Background: an optimization exercise with open tools, aiming at small area, a short achievable clock period and few clock cycles per item. Do not read the settings as production practice.
The RTL was checked by simulation tests, not by an equivalence proof against the original design.
No activity file was given, so power comes from the tool's default toggle rates.

Setup of the baseline:
==> flow/design.v <==
`default_nettype none
package saet_pkg;
  localparam int unsigned Depth     = 16;
  localparam int unsigned CodeWidth = 16;
  localparam int unsigned OpWidth   = 3;
  localparam int unsigned IdxWidth  = 4;
  localparam int unsigned CntWidth  = 5;
  typedef logic [CodeWidth-1:0] code_t;
  typedef logic [OpWidth-1:0]   op_t;
  typedef logic [IdxWidth-1:0]  idx_t;
  typedef logic [CntWidth-1:0]  cnt_t;
  localparam op_t OpSave   = 3'd0;
  localparam op_t OpDelete = 3'd1;
  localparam op_t OpFind   = 3'd2;
  localparam op_t OpClear  = 3'd3;
  localparam op_t OpRead   = 3'd4;
  typedef struct packed {
    logic capture;    
    logic execute;    
  } saet_cmd_t;
endpackage
`default_nettype wire
`default_nettype none
module saet_ctrl (
  input  wire logic clk_i,
  input  wire logic rst_ni,
  input  wire logic in_valid_i,
  output logic      in_ready_o,
  output logic      out_valid_o,
  input  wire logic out_ready_i,
  output logic      adv_o,         
  output logic      res_o,         
  output logic      out_load_o,    
  output logic      out_from_spare_o,
  output logic      s1_valid_o,
  output logic      in_take_o      
);
  logic v1_q, v2_q, v3_q, rv_q, sv_q;
  logic ready_q;     
  logic out_free, sv_d;
  assign adv_o            = !sv_q;
  assign in_ready_o       = ready_q;
  assign res_o            = !sv_q && v3_q;
  assign out_free         = !rv_q || out_ready_i;
  assign out_load_o       = out_free;
  assign out_from_spare_o = sv_q;
  assign out_valid_o      = rv_q;
  assign s1_valid_o       = v1_q;
  assign in_take_o        = in_valid_i && !sv_q;
  assign sv_d             = out_free ? 1'b0 : (res_o || sv_q);
  always_ff @(posedge clk_i or negedge rst_ni) begin
    if (!rst_ni) begin
      v1_q <= 1'b0;
      v2_q <= 1'b0;
      v3_q <= 1'b0;
      rv_q <= 1'b0;
      sv_q <= 1'b0;
      ready_q <= 1'b1;
    end else begin
      sv_q    <= sv_d;
      ready_q <= !sv_d;
      if (!sv_q) begin
        v1_q <= in_valid_i;
        v2_q <= v1_q;
        v3_q <= v2_q;
      end
      if (out_free) rv_q <= sv_q || res_o;
    end
  end
endmodule
`default_nettype wire
`default_nettype none
module saet_dp (
  input  wire logic                clk_i,
  input  wire logic                rst_ni,
  input  wire logic                adv_i,
  input  wire logic                res_i,
  input  wire logic                out_load_i,
  input  wire logic                out_from_spare_i,
  input  wire logic                s1_valid_i,
  input  wire logic                in_take_i,
  input  wire saet_pkg::op_t       operation_i,
  input  wire saet_pkg::code_t     code_i,
  input  wire saet_pkg::idx_t      index_i,
  output logic                     hit_o,
  output saet_pkg::code_t          entry_value_o,
  output saet_pkg::code_t          lowest_code_o,
  output saet_pkg::cnt_t           active_count_o
);
  localparam int unsigned D = saet_pkg::Depth;
  typedef struct packed {
    logic            hit;
    saet_pkg::code_t entry;
    saet_pkg::code_t lowest;
    saet_pkg::cnt_t  count;
  } rsp_t;
  saet_pkg::code_t table_q [D];
  logic [D-1:0]    live_q;           
  saet_pkg::cnt_t  cnt_q;
  saet_pkg::op_t   op1_q;
  saet_pkg::code_t code1_q;
  assign code1_q = ~code1_n_q;
  saet_pkg::code_t code1_n_q;        
  saet_pkg::code_t code1_m_q;        
  saet_pkg::idx_t  idx1_q;
  logic            ins2_q, del2_q, clr2_q;    
  saet_pkg::code_t code2_q;
  saet_pkg::idx_t  idx2_q;
  logic [D-1:0]    lt2_q;            
  logic            hit2_q;           
  logic [D-1:0]    idx3_oh_q;        
  logic            hit3_q;
  rsp_t            out_q, spare_q, rsp_n;
  logic ins_a, del_a;
  assign ins_a = adv_i && ins2_q;
  assign del_a = adv_i && del2_q;
  saet_pkg::code_t table_n [D];
  logic [D-1:0]    live_n;
  saet_pkg::cnt_t  cnt_n;
  for (genvar j = 0; j < D; j++) begin : g_upd
    logic sel_c, sel_u, sel_d, sel_h;
    saet_pkg::code_t src_u, src_d;
    if (j == 0) begin : g_f
      assign sel_c = ins_a && !lt2_q[j];
      assign sel_u = 1'b0;
      assign src_u = '0;
    end else begin : g_r
      assign sel_c = ins_a && !lt2_q[j] && lt2_q[j-1];
      assign sel_u = ins_a && !lt2_q[j-1];
      assign src_u = table_q[j-1];
    end
    if (j == D-1) begin : g_l
      assign sel_d = 1'b0;
      assign src_d = '0;
    end else begin : g_i
      assign sel_d = del_a && !lt2_q[j];
      assign src_d = table_q[j+1];
    end
    assign sel_h = !(sel_c || sel_u || sel_d);
    assign table_n[j] = ({16{sel_h}} & table_q[j]) | ({16{sel_u}} & src_u) |
                        ({16{sel_d}} & src_d) | ({16{sel_c}} & code2_q);
  end
  always_comb begin
    live_n = live_q;
    cnt_n  = cnt_q;
    if (ins2_q) begin
      live_n = {live_q[D-2:0], 1'b1};
      if (!live_q[D-1]) cnt_n = cnt_q + saet_pkg::cnt_t'(1);
    end else if (del2_q) begin
      live_n = {1'b0, live_q[D-1:1]};
      cnt_n  = cnt_q - saet_pkg::cnt_t'(1);
    end else if (clr2_q) begin
      live_n = '0;
      cnt_n  = '0;
    end
  end
  always_ff @(posedge clk_i) begin
    for (int k = 0; k < D; k++) table_q[k] <= table_n[k];
  end
  always_ff @(posedge clk_i or negedge rst_ni) begin
    if (!rst_ni) begin
      live_q <= '0;
      cnt_q  <= '0;
    end else if (adv_i) begin
      live_q <= live_n;
      cnt_q  <= cnt_n;
    end
  end
  assign rsp_n.hit    = hit3_q;
  saet_pkg::code_t entry3;
  always_comb begin
    entry3 = '0;
    for (int k = 0; k < D; k++) entry3 = entry3 | ({16{idx3_oh_q[k] && live_q[k]}} & table_q[k]);
  end
  assign rsp_n.entry  = entry3;
  assign rsp_n.lowest = live_q[0] ? table_q[0] : '0;
  assign rsp_n.count  = cnt_q;
  always_ff @(posedge clk_i) begin
    if (adv_i) begin
      for (int k = 0; k < D; k++) idx3_oh_q[k] <= (idx2_q == saet_pkg::idx_t'(k));
      hit3_q <= hit2_q;
    end
    if (res_i) spare_q <= rsp_n;
    if (out_load_i) out_q <= out_from_spare_i ? spare_q : rsp_n;
  end
  logic [D-1:0] lt_t, eq_t, lt_n;
  logic         hit_t, hit_n, lt_ab, eq_ab, zero1;
  logic         ins_b, del_b, clr_b;
  for (genvar i = 0; i < D; i++) begin : g_cmp
    logic l, e;
    saet_cmp u_cmp (.a_i(table_q[i]), .b_i((i < D/2) ? ~code1_n_q : ~code1_m_q), .lt_o(l), .eq_o(e));
    assign lt_t[i] = live_q[i] && l;
    assign eq_t[i] = live_q[i] && e;
  end
  assign hit_t = |eq_t;
  saet_cmp u_cmp_ab (.a_i(code2_q), .b_i(code1_q), .lt_o(lt_ab), .eq_o(eq_ab));
  assign zero1 = (code1_q == '0);
  for (genvar j = 0; j < D; j++) begin : g_adj
    logic at_ins;
    if (j == 0) begin : g_f
      assign at_ins = 1'b1;
    end else begin : g_r
      assign at_ins = lt2_q[j-1];
    end
    always_comb begin
      lt_n[j] = lt_t[j];
      if (clr2_q) begin
        lt_n[j] = 1'b0;
      end else if (!lt2_q[j]) begin
        if (ins2_q) begin
          if (at_ins) lt_n[j] = lt_ab;
          else if (j > 0) lt_n[j] = lt_t[(j > 0) ? j-1 : 0];
        end else if (del2_q) begin
          lt_n[j] = (j < D-1) ? lt_t[(j < D-1) ? j+1 : j] : 1'b0;
        end
      end
    end
  end
  always_comb begin
    hit_n = hit_t;
    if (clr2_q)      hit_n = 1'b0;
    else if (ins2_q) hit_n = (hit_t && !eq_t[D-1]) || eq_ab;    
    else if (del2_q) hit_n = hit_t && !eq_ab;
  end
  assign ins_b = (op1_q == saet_pkg::OpSave) && !zero1 && !hit_n && !lt_n[D-1];
  assign del_b = (op1_q == saet_pkg::OpDelete) && !zero1 && hit_n;
  assign clr_b = (op1_q == saet_pkg::OpClear);
  always_ff @(posedge clk_i) begin
    if (in_take_i) code1_m_q <= ~code_i;
  end
  always_ff @(posedge clk_i) begin
    if (adv_i) begin
      ins2_q  <= s1_valid_i && ins_b;
      del2_q  <= s1_valid_i && del_b;
      clr2_q  <= s1_valid_i && clr_b;
      code2_q <= code1_q;
      idx2_q  <= idx1_q;
      lt2_q   <= lt_n;
      hit2_q  <= zero1 ? !live_n[D-1] : hit_n;    
      op1_q   <= operation_i;
      code1_n_q <= ~code_i;
      idx1_q  <= index_i;
    end
  end
  assign hit_o          = out_q.hit;
  assign entry_value_o  = out_q.entry;
  assign lowest_code_o  = out_q.lowest;
  assign active_count_o = out_q.count;
endmodule
`default_nettype wire
module saet_cmp (
  input  wire logic [15:0] a_i,
  input  wire logic [15:0] b_i,
  output logic             lt_o,
  output logic             eq_o
);
  assign lt_o = a_i < b_i;
  assign eq_o = a_i == b_i;
endmodule
`default_nettype wire
`default_nettype none
module sorted_active_error_table_core (
  input  wire logic        clk_i,
  input  wire logic        rst_ni,
  input  wire logic        req_valid_i,
  output logic             req_ready_o,
  input  wire logic [2:0]  req_operation_i,
  input  wire logic [15:0] req_code_i,
  input  wire logic [3:0]  req_index_i,
  output logic             rsp_valid_o,
  input  wire logic        rsp_ready_i,
  output logic             rsp_hit_o,
  output logic [15:0]      rsp_entry_value_o,
  output logic [15:0]      rsp_lowest_code_o,
  output logic [4:0]       rsp_active_count_o
);
  logic adv, res, out_load, out_from_spare, s1_valid, in_take;
  saet_ctrl u_ctrl (
    .clk_i           (clk_i),
    .rst_ni          (rst_ni),
    .in_valid_i      (req_valid_i),
    .in_ready_o      (req_ready_o),
    .out_valid_o     (rsp_valid_o),
    .out_ready_i     (rsp_ready_i),
    .adv_o           (adv),
    .res_o           (res),
    .out_load_o      (out_load),
    .out_from_spare_o(out_from_spare),
    .s1_valid_o      (s1_valid),
    .in_take_o       (in_take)
  );
  saet_dp u_dp (
    .clk_i           (clk_i),
    .rst_ni          (rst_ni),
    .adv_i           (adv),
    .res_i           (res),
    .out_load_i      (out_load),
    .out_from_spare_i(out_from_spare),
    .s1_valid_i      (s1_valid),
    .in_take_i       (in_take),
    .operation_i     (req_operation_i),
    .code_i          (req_code_i),
    .index_i         (req_index_i),
    .hit_o           (rsp_hit_o),
    .entry_value_o   (rsp_entry_value_o),
    .lowest_code_o   (rsp_lowest_code_o),
    .active_count_o  (rsp_active_count_o)
  );
endmodule
`default_nettype wire
==> flow/config.mk <==
export PLATFORM = sky130hd
export DESIGN_NAME = sorted_active_error_table_core
export DESIGN_NICKNAME = sorted_active_error_table_core
export VERILOG_FILES = /design/flow/design.v
export SDC_FILE = /design/flow/constraint.sdc
export NUM_CORES = 4
export LEC_CHECK = 0
export CAP_MARGIN = 20
export CORE_MARGIN = 2
export CORE_UTILIZATION = 40
export SETUP_SLACK_MARGIN = 4.6
export SLEW_MARGIN = 20
export TNS_END_PERCENT = 0
==> flow/constraint.sdc <==
create_clock -name core_clock -period 7.0 [get_ports {clk_i}]
set_input_delay 1.4000 -clock core_clock [delete_from_list [all_inputs] [get_ports {clk_i}]]
set_output_delay 1.4000 -clock core_clock [all_outputs]
set_load 0.01 [all_outputs]
standard.sh (not shown) runs the stock make flow with config.mk's settings and CLKGATE_MAP_FILE= SYNTH_SCRIPT=/design/flow/synth_recipe.tcl, a recipe that flattens the netlist after the stock synthesis.
==> flow/flow/run.sh <==
#!/bin/bash
# The standard layout, with the port buffers made of sky130_fd_sc_hd__buf_2 cells in
# place of the default choice (a clkdlybuf4s50 delay cell). Everything else is unchanged.
set -euo pipefail
bash standard.sh "BUFFER_PORTS_ARGS=-buffer_cell sky130_fd_sc_hd__buf_2" finish > standard_flow.log 2>&1
Testbench counts of the baseline, summed over its fixed seeds: cycles 16,032, items 16,000.
[inputs] the candidate vs the baseline
--- a/flow/design.v
+++ b/flow/design.v
@@ -109,5 +109,5 @@
   logic [D-1:0]    lt2_q;            
   logic            hit2_q;           
-  logic [D-1:0]    idx3_oh_q;        
+  saet_pkg::idx_t  idx3_q;
   logic            hit3_q;
   rsp_t            out_q, spare_q, rsp_n;
@@ -168,15 +168,10 @@
   end
   assign rsp_n.hit    = hit3_q;
-  saet_pkg::code_t entry3;
-  always_comb begin
-    entry3 = '0;
-    for (int k = 0; k < D; k++) entry3 = entry3 | ({16{idx3_oh_q[k] && live_q[k]}} & table_q[k]);
-  end
-  assign rsp_n.entry  = entry3;
+  assign rsp_n.entry  = live_q[idx3_q] ? table_q[idx3_q] : '0;
   assign rsp_n.lowest = live_q[0] ? table_q[0] : '0;
   assign rsp_n.count  = cnt_q;
   always_ff @(posedge clk_i) begin
     if (adv_i) begin
-      for (int k = 0; k < D; k++) idx3_oh_q[k] <= (idx2_q == saet_pkg::idx_t'(k));
+      idx3_q <= idx2_q;
       hit3_q <= hit2_q;
     end
Results
- On total setup buffers inserted after CTS, the lower figure sits with the baseline, not the candidate.
- Startpoint of the most critical setup path = u_dp.live_q[15]: the baseline; startpoint of the most critical setup path = u_dp.code1_n_q[11]: the candidate
- Compared with the baseline, the candidate shows a higher pre-CTS worst setup slack.
- Total power after layout in the candidate vs the baseline: down about 0.36%
- In the candidate the chip width turned out 1.5 um lower than in the baseline.
- Higher share of flip-flops with an asynchronous set or reset goes to the candidate over the baseline.
- Changes observed in the candidate relative to the baseline: data arrival at the endpoint of the critical path now smaller, starting density of the core now larger, post-layout instance count excluding filler cells now larger.
- Side by side, count of buffers not belonging to the clock network in the layout turned out higher in the candidate than in the baseline.
- Re maximum number of pins on one net before global-route repair: the candidate is 16% up on the baseline.
Testbench counts of the candidate, summed over its fixed seeds: cycles 16,032, items 16,000.

==> afterwards: timing with drivers on the ports <==
How much do the figures lean on ideal ports? The routed layouts below were timed once more, with nothing changed but the port constraints. Step 1 sets driving cells, clkbuf_16 on the clock port and buf_2 on the other inputs (assumed; they add their load-dependent delay and slew). Step 2 times the ports against the registers' clock, not the clock port: input delays grow and output delays shrink by t, the midpoint of the rising clock arrivals with the driver on. a / b / c = ideal / step 1 / step 2; a / b = the first two.
| run | t, ns | setup slack, ns | worst setup path at the end | clock arrival spread, ns | worst data-port slew with drivers (ns) |
|---|---|---|---|---|---|
| the baseline | 0.673 | 4.014 / 4.014 / 4.014 | register to register | 0.023 / 0.023 | 0.03 |
| the candidate | 0.672 | 4.211 / 4.211 / 4.211 | register to register | 0.019 / 0.018 | 0.03 |
After both steps setup and hold are still met in every run listed.
